This design comes from an exercise in tuning for small area, a short achievable clock period and few clock cycles per item on the open sky130 flow, not from production work.
The RTL was checked by simulation tests, not by an equivalence proof against the original design.

$ cat design/flow/config.mk
export PLATFORM = sky130hd
export DESIGN_NAME = ex_muldiv
export DESIGN_NICKNAME = ex_muldiv
export VERILOG_FILES = /design/flow/design.v
export SDC_FILE = /design/flow/constraint.sdc
export NUM_CORES = 4
export LEC_CHECK = 0
export CAP_MARGIN = 20
export CORE_MARGIN = 2
export CORE_UTILIZATION = 40
export SLEW_MARGIN = 20
$ cat design/flow/constraint.sdc
create_clock -name core_clock -period 12.0 [get_ports {clk}]
set_input_delay 2.4000 -clock core_clock [delete_from_list [all_inputs] [get_ports {clk}]]
set_output_delay 2.4000 -clock core_clock [all_outputs]
set_load 0.01 [all_outputs]
$ cat design/flow/design.v
package ex_muldiv_pkg;
    localparam int XLEN = 32;
    localparam logic [4:0] ALU_NOP  = 5'h00;
    localparam logic [4:0] ALU_MULT = 5'h18;
    localparam logic [4:0] ALU_DIV  = 5'h1A;
    typedef enum logic [1:0] {
        MD_IDLE = 2'd0,
        MD_DIV  = 2'd1,
        MD_DONE = 2'd2
    } md_state_e;
    function automatic logic [XLEN-1:0] magnitude(input logic [XLEN-1:0] v, input logic is_signed);
        magnitude = (is_signed && v[XLEN-1]) ? -v : v;
    endfunction
endpackage
module ex_muldiv_div_iter
(
    input  logic [2*ex_muldiv_pkg::XLEN-1:0] rq_i,
    input  logic [ex_muldiv_pkg::XLEN-1:0]   divisor_i,
    output logic [2*ex_muldiv_pkg::XLEN-1:0] rq_o
);
    logic [ex_muldiv_pkg::XLEN:0] shifted_rem;
    logic [ex_muldiv_pkg::XLEN:0] diff;
    assign shifted_rem = rq_i[2*ex_muldiv_pkg::XLEN-1:ex_muldiv_pkg::XLEN-1];
    assign diff        = shifted_rem - {1'b0, divisor_i};
    always_comb begin
        if (!diff[ex_muldiv_pkg::XLEN]) begin
            rq_o = {diff[ex_muldiv_pkg::XLEN-1:0], rq_i[ex_muldiv_pkg::XLEN-2:0], 1'b1};
        end else begin
            rq_o = {rq_i[2*ex_muldiv_pkg::XLEN-2:0], 1'b0};
        end
    end
endmodule
module ex_muldiv
#(
    parameter int DIV_CYCLES = ex_muldiv_pkg::XLEN
) (
    input  logic            clk,
    input  logic            rst,
    input  logic [4:0]      ALUop_i,
    input  logic            signed_i,
    input  logic [ex_muldiv_pkg::XLEN-1:0] oprand1_i,
    input  logic [ex_muldiv_pkg::XLEN-1:0] oprand2_i,
    input  logic            flush_i,
    output logic            pauseRequest_o,
    output logic            valid_o,
    output logic [1:0]      writeHILO_o,
    output logic [ex_muldiv_pkg::XLEN-1:0] HI_o,
    output logic [ex_muldiv_pkg::XLEN-1:0] LO_o
);
    localparam int CNT_W = $clog2(DIV_CYCLES);
    localparam logic [CNT_W-1:0] CNT_LAST = CNT_W'(DIV_CYCLES - 1);
    ex_muldiv_pkg::md_state_e         state_q, state_d;
    logic [CNT_W-1:0]  cnt_q, cnt_d;
    logic [2*ex_muldiv_pkg::XLEN-1:0] rq_q, rq_d;
    logic [ex_muldiv_pkg::XLEN-1:0]   dvs_q, dvs_d;
    logic              neg_quot_q, neg_quot_d;
    logic              neg_rem_q, neg_rem_d;
    logic              valid_q, valid_d;
    logic [ex_muldiv_pkg::XLEN-1:0]   hi_q, hi_d;
    logic [ex_muldiv_pkg::XLEN-1:0]   lo_q, lo_d;
    logic              is_mult, is_div;
    logic [2*ex_muldiv_pkg::XLEN-1:0] mul_a, mul_b, product;
    logic [2*ex_muldiv_pkg::XLEN-1:0] rq_step;
    logic [ex_muldiv_pkg::XLEN-1:0]   quot_fix, rem_fix;
    assign is_mult = (ALUop_i == ex_muldiv_pkg::ALU_MULT);
    assign is_div  = (ALUop_i == ex_muldiv_pkg::ALU_DIV);
    assign mul_a   = {{ex_muldiv_pkg::XLEN{signed_i & oprand1_i[ex_muldiv_pkg::XLEN-1]}}, oprand1_i};
    assign mul_b   = {{ex_muldiv_pkg::XLEN{signed_i & oprand2_i[ex_muldiv_pkg::XLEN-1]}}, oprand2_i};
    assign product = mul_a * mul_b;
    ex_muldiv_div_iter u_div_iter (
        .rq_i      (rq_q),
        .divisor_i (dvs_q),
        .rq_o      (rq_step)
    );
    assign quot_fix = neg_quot_q ? -rq_step[ex_muldiv_pkg::XLEN-1:0]      : rq_step[ex_muldiv_pkg::XLEN-1:0];
    assign rem_fix  = neg_rem_q  ? -rq_step[2*ex_muldiv_pkg::XLEN-1:ex_muldiv_pkg::XLEN] : rq_step[2*ex_muldiv_pkg::XLEN-1:ex_muldiv_pkg::XLEN];
    always_comb begin
        state_d    = state_q;
        cnt_d      = cnt_q;
        rq_d       = rq_q;
        dvs_d      = dvs_q;
        neg_quot_d = neg_quot_q;
        neg_rem_d  = neg_rem_q;
        valid_d    = 1'b0;
        hi_d       = hi_q;
        lo_d       = lo_q;
        unique case (state_q)
            ex_muldiv_pkg::MD_IDLE: begin
                if (is_mult) begin
                    hi_d    = product[2*ex_muldiv_pkg::XLEN-1:ex_muldiv_pkg::XLEN];
                    lo_d    = product[ex_muldiv_pkg::XLEN-1:0];
                    valid_d = 1'b1;
                    state_d = ex_muldiv_pkg::MD_DONE;
                end else if (is_div && oprand2_i == '0) begin
                    hi_d    = oprand1_i;
                    lo_d    = '1;
                    valid_d = 1'b1;
                    state_d = ex_muldiv_pkg::MD_DONE;
                end else if (is_div) begin
                    rq_d       = {{ex_muldiv_pkg::XLEN{1'b0}}, ex_muldiv_pkg::magnitude(oprand1_i, signed_i)};
                    dvs_d      = ex_muldiv_pkg::magnitude(oprand2_i, signed_i);
                    neg_quot_d = signed_i & (oprand1_i[ex_muldiv_pkg::XLEN-1] ^ oprand2_i[ex_muldiv_pkg::XLEN-1]);
                    neg_rem_d  = signed_i & oprand1_i[ex_muldiv_pkg::XLEN-1];
                    cnt_d      = '0;
                    state_d    = ex_muldiv_pkg::MD_DIV;
                end
            end
            ex_muldiv_pkg::MD_DIV: begin
                rq_d  = rq_step;
                cnt_d = cnt_q + CNT_W'(1);
                if (cnt_q == CNT_LAST) begin
                    hi_d    = rem_fix;
                    lo_d    = quot_fix;
                    valid_d = 1'b1;
                    state_d = ex_muldiv_pkg::MD_DONE;
                end
            end
            ex_muldiv_pkg::MD_DONE: state_d = ex_muldiv_pkg::MD_IDLE;
            default: state_d = ex_muldiv_pkg::MD_IDLE;
        endcase
        if (flush_i) begin
            state_d = ex_muldiv_pkg::MD_IDLE;
            valid_d = 1'b0;
            hi_d    = hi_q;
            lo_d    = lo_q;
        end
    end
    always_ff @(posedge clk or negedge rst) begin
        if (!rst) begin
            state_q    <= ex_muldiv_pkg::MD_IDLE;
            cnt_q      <= '0;
            rq_q       <= '0;
            dvs_q      <= '0;
            neg_quot_q <= 1'b0;
            neg_rem_q  <= 1'b0;
            valid_q    <= 1'b0;
            hi_q       <= '0;
            lo_q       <= '0;
        end else begin
            state_q    <= state_d;
            cnt_q      <= cnt_d;
            rq_q       <= rq_d;
            dvs_q      <= dvs_d;
            neg_quot_q <= neg_quot_d;
            neg_rem_q  <= neg_rem_d;
            valid_q    <= valid_d;
            hi_q       <= hi_d;
            lo_q       <= lo_d;
        end
    end
    assign pauseRequest_o = ((state_q == ex_muldiv_pkg::MD_IDLE) && (is_mult || is_div) && !flush_i)
                          || (state_q == ex_muldiv_pkg::MD_DIV);
    assign valid_o        = valid_q;
    assign writeHILO_o    = valid_q ? 2'b11 : 2'b00;
    assign HI_o           = hi_q;
    assign LO_o           = lo_q;
endmodule
$ cat design/flow/run.sh
#!/bin/bash
# synth_recipe.tcl (not shown) runs the flow's synth.tcl, then flattens the netlist and writes it again
# the make line also repeats each setting of config.mk as NAME=value (left out here)
make -C /OpenROAD-flow-scripts/flow DESIGN_CONFIG=/design/flow/config.mk WORK_HOME=/design/flow/orfs CLKGATE_MAP_FILE= SYNTH_SCRIPT=/design/flow/synth_recipe.tcl finish
==> flow_summary.ini <==
[yosys]
synth-seq-cells = 170
synthTopCellsByArea = fa_1, inv_1, dfrtp_1
seq_area_frac_synth_pct = 8.38
synth_top_area_cell = fa_1
synth.distinct_cells = 93
syn-cell-area_um2 = 50700
synthesis.instances = 5842
yosysMostFrequentCell = inv_1
async_reset_ff_share_pct = 100
syn_area_per_cell_um2 = 8.69
synth_fp_nets = 7292
synth-main-ff-cell = dfrtp_1
synth_edf_count = 0
ys_top_cells_by_count = inv_1, fa_1, nand2_1
netlist.area_leader.share_pct = 44.4
yosys_warnings = 2

[worst_setup_path]
r2r_slack_ns = 5.81
critPathCaptureType = flop
critPathKind = in -> reg
crit_top_cell = fa_1
ff2ff_path_depth = 20
cp_max_fo = 23
reg2reg_from = rq_q[31]
cp_slowest_stage_delay_ns = 0.66
arrival_ns = 11.50
critPathLaunchType = input port
worstPathRequired_ns = 12.32
r2r_end = lo_q[30]
cp_slowest_cell = clkdlybuf4s50_1

[die]
ios = 141
start_util_pct = 40.4
fp-row-count = 130
coreArea_um2 = 126000
die_x_um = 360
die_area_um2 = 130000
die_h_um = 360

[sta]
post-route-period-util_pct = 93.2
fin_crit_ns = 11.19
fin_setup_tns_ns = 0
skew_ns = 0.0153
slew_viol_final = 0
worst_pin_slew_ns = 1.15
finalHoldViolCount = 0
rsz0062_at_grt = no
slew_headroom_pct = 23.5
timing.fmax_ghz = 0.0894
setup_viol = 0

[cts]
hold_buffers = 0
cts-htree-levels = 4
worst_skew_pair.late_latency_ns = 0.46
cts_resized = 0
cts_tree = built
clkSlewWorstSetupHoldPaths_ns = 0.08
cts_setup_buffers = 0
cts_buffers = 17
cts-root-buf = clkbuf_16
clk_path_buf_depth = 2
cts_sinks = 170

[hold_path]
holdPathEnd = lo_q[2]
min_path_type = reg -> reg
holdCritStartpoint = lo_q[2]
holdPathStages = 2

[route]
vias = 40423
drt_pre_antenna_iters = 6
avgRoutedWirePerCell_um = 22.7
drt_iter0_drc = 3965
routed_wl_um = 169000
ant_nets = 0
drc = 0
via_per_inst = 5.43

[run]
maxCapViolCount = 0

[layout]
multi_input_area_um2 = 40600
finalInstanceArea_um2 = 54400
final_layout_size_suffix_gt1_share_pct = 4.43
final.fill_count = 12414
syn_to_final_growth_pct = 7.27
regArea_um2 = 4250
num-nets-final = 7219

[placement]
place_hpwl_um = 132000
placed_area_um2 = 53800
gp_congestion = 0.959
io_buffers = 140

[grt]
antenna_found_initial = 16
grtUsageTotal_pct = 26.4
grt_pass1_wl_um = 261000
grt_max_degree = 90
grt-ovfl-total = 0
grt_pass1_vias = 42364

[run_status]
status = complete, no violations
-- worst max-delay path by stage --
stage / start / endpoint / slack [ns] / cells past startpoint
after CTS: oprand1_i[26] / hi_q[26] / 0.96 / 28
after floorplan: signed_i / hi_q[26] / 1.47 / 31
after global routing: signed_i / hi_q[30] / 0.46 / 28
final: oprand2_i[1] / hi_q[26] / 0.81 / 30
after detailed placement: oprand1_i[26] / hi_q[26] / 0.46 / 28
after global placement: oprand2_i[1] / hi_q[26] / 0.57 / 30
-- placed cells by master, fill, tap and decap left out, types with 126 or more instances in the layout --
cell type  Yosys  final
fa_1        1126   1126
and2_1       348    348
inv_1       1181   1181
nand2_1      960    959
dfrtp_1      170    170
buf_4          7    126
nor2_1       177    175
ha_1         251    251
o21ai_0      249    249
a21oi_1      165    165
-- kinds of logic (layout without fill, tap and decap cells) --
| logic type | after synthesis | after routing | synth area share [%] |
|---|---|---|---|
| simple gates | 1793 | 1793 | 16.4 |
| other cells | 0 | 13 | 0 |
| mux | 37 | 37 | 0.735 |
| flops | 170 | 170 | 8.38 |
| buf+inv | 1554 | 1494 | 11.6 |
| xor+xnor | 204 | 204 | 3.52 |
| compound gates | 707 | 707 | 8.71 |
| fa+ha+maj | 1377 | 1377 | 50.6 |
-- final cells by class --
cell class,instances,area share [%]
Tap cell,1650,3.79
Clock buffer,19,0.832
Inverter,1185,8.17
Antenna cell,13,0.0598
Multi-Input combinational cell,4118,74.6
Sequential cell,170,7.82
Timing Repair Buffer,277,4.37
Clock inverter,13,0.306
-- flip-flops by register name, summed over array words and instances, names as in the netlist --
name	flops
cnt_q	5
dvs_q	32
hi_q	32
lo_q	32
neg_quot_q	1
neg_rem_q	1
rq_q	64
state_q	2
valid_q	1
-- stage by stage --
step | util, % | std cells | setup WS (ns) | hold WS (ns)
after floorplan | - | 5842 | 1.47 | 0.485
after global placement | 42.8 | 7400 | 0.571 | 0.455
after detailed placement | 42.8 | 7400 | 0.464 | 0.458
after CTS | 43.3 | 7432 | 0.958 | 0.473
after global routing | 43.3 | 7434 | 0.464 | 0.498
final | 43.3 | 7445 | 0.812 | 0.467
-- per-layer routing --
metal,track usage (%),up-vias,share of wire [%]
li1,-,17536,-
met1,36.9,20859,43
met2,41.3,1762,45
met3,5.12,258,9.0
met4,8.22,8,3.4
met5,0,-,0.030
-- worst max-delay path, delay by kind of cell --
family,cells,cell delay [ns]
AO/OA/AOI/OAI,11,3.14
adder cells (fa/ha/maj),9,4.34
buffers and inverters,8,1.32
AND/OR/NAND/NOR,2,0.30
Testbench counts, summed over its fixed seeds: cycles 37,344, ops 3,200.

-- re-timing with driven ports --
The results above use ideal ports. As a check the final layout listed here was re-extracted and re-timed, cells and wires unchanged.
Step 1: set_driving_cell puts a clkbuf_16 on clk and a buf_2 on each other input, an assumption about the parent block.
Step 2 moves the port delays by t, midway between the first and last clock arrival at a register: inputs arrive t later, outputs are due t later. That takes back most of the time a late clock gives input paths.
Three values: ideal, step 1, step 2; two values: the first two.
t, ns: 0.509
slack for setup (ns): 0.812 / 0.842 / 0.333
hold slack, ns: 0.467 / 0.467 / 0.467
worst setup path at the end: input to register
After both steps this run still meets setup and hold. For this run, drivers alone change the setup slack by +0.030 ns; drivers and shift together by -0.479 ns.
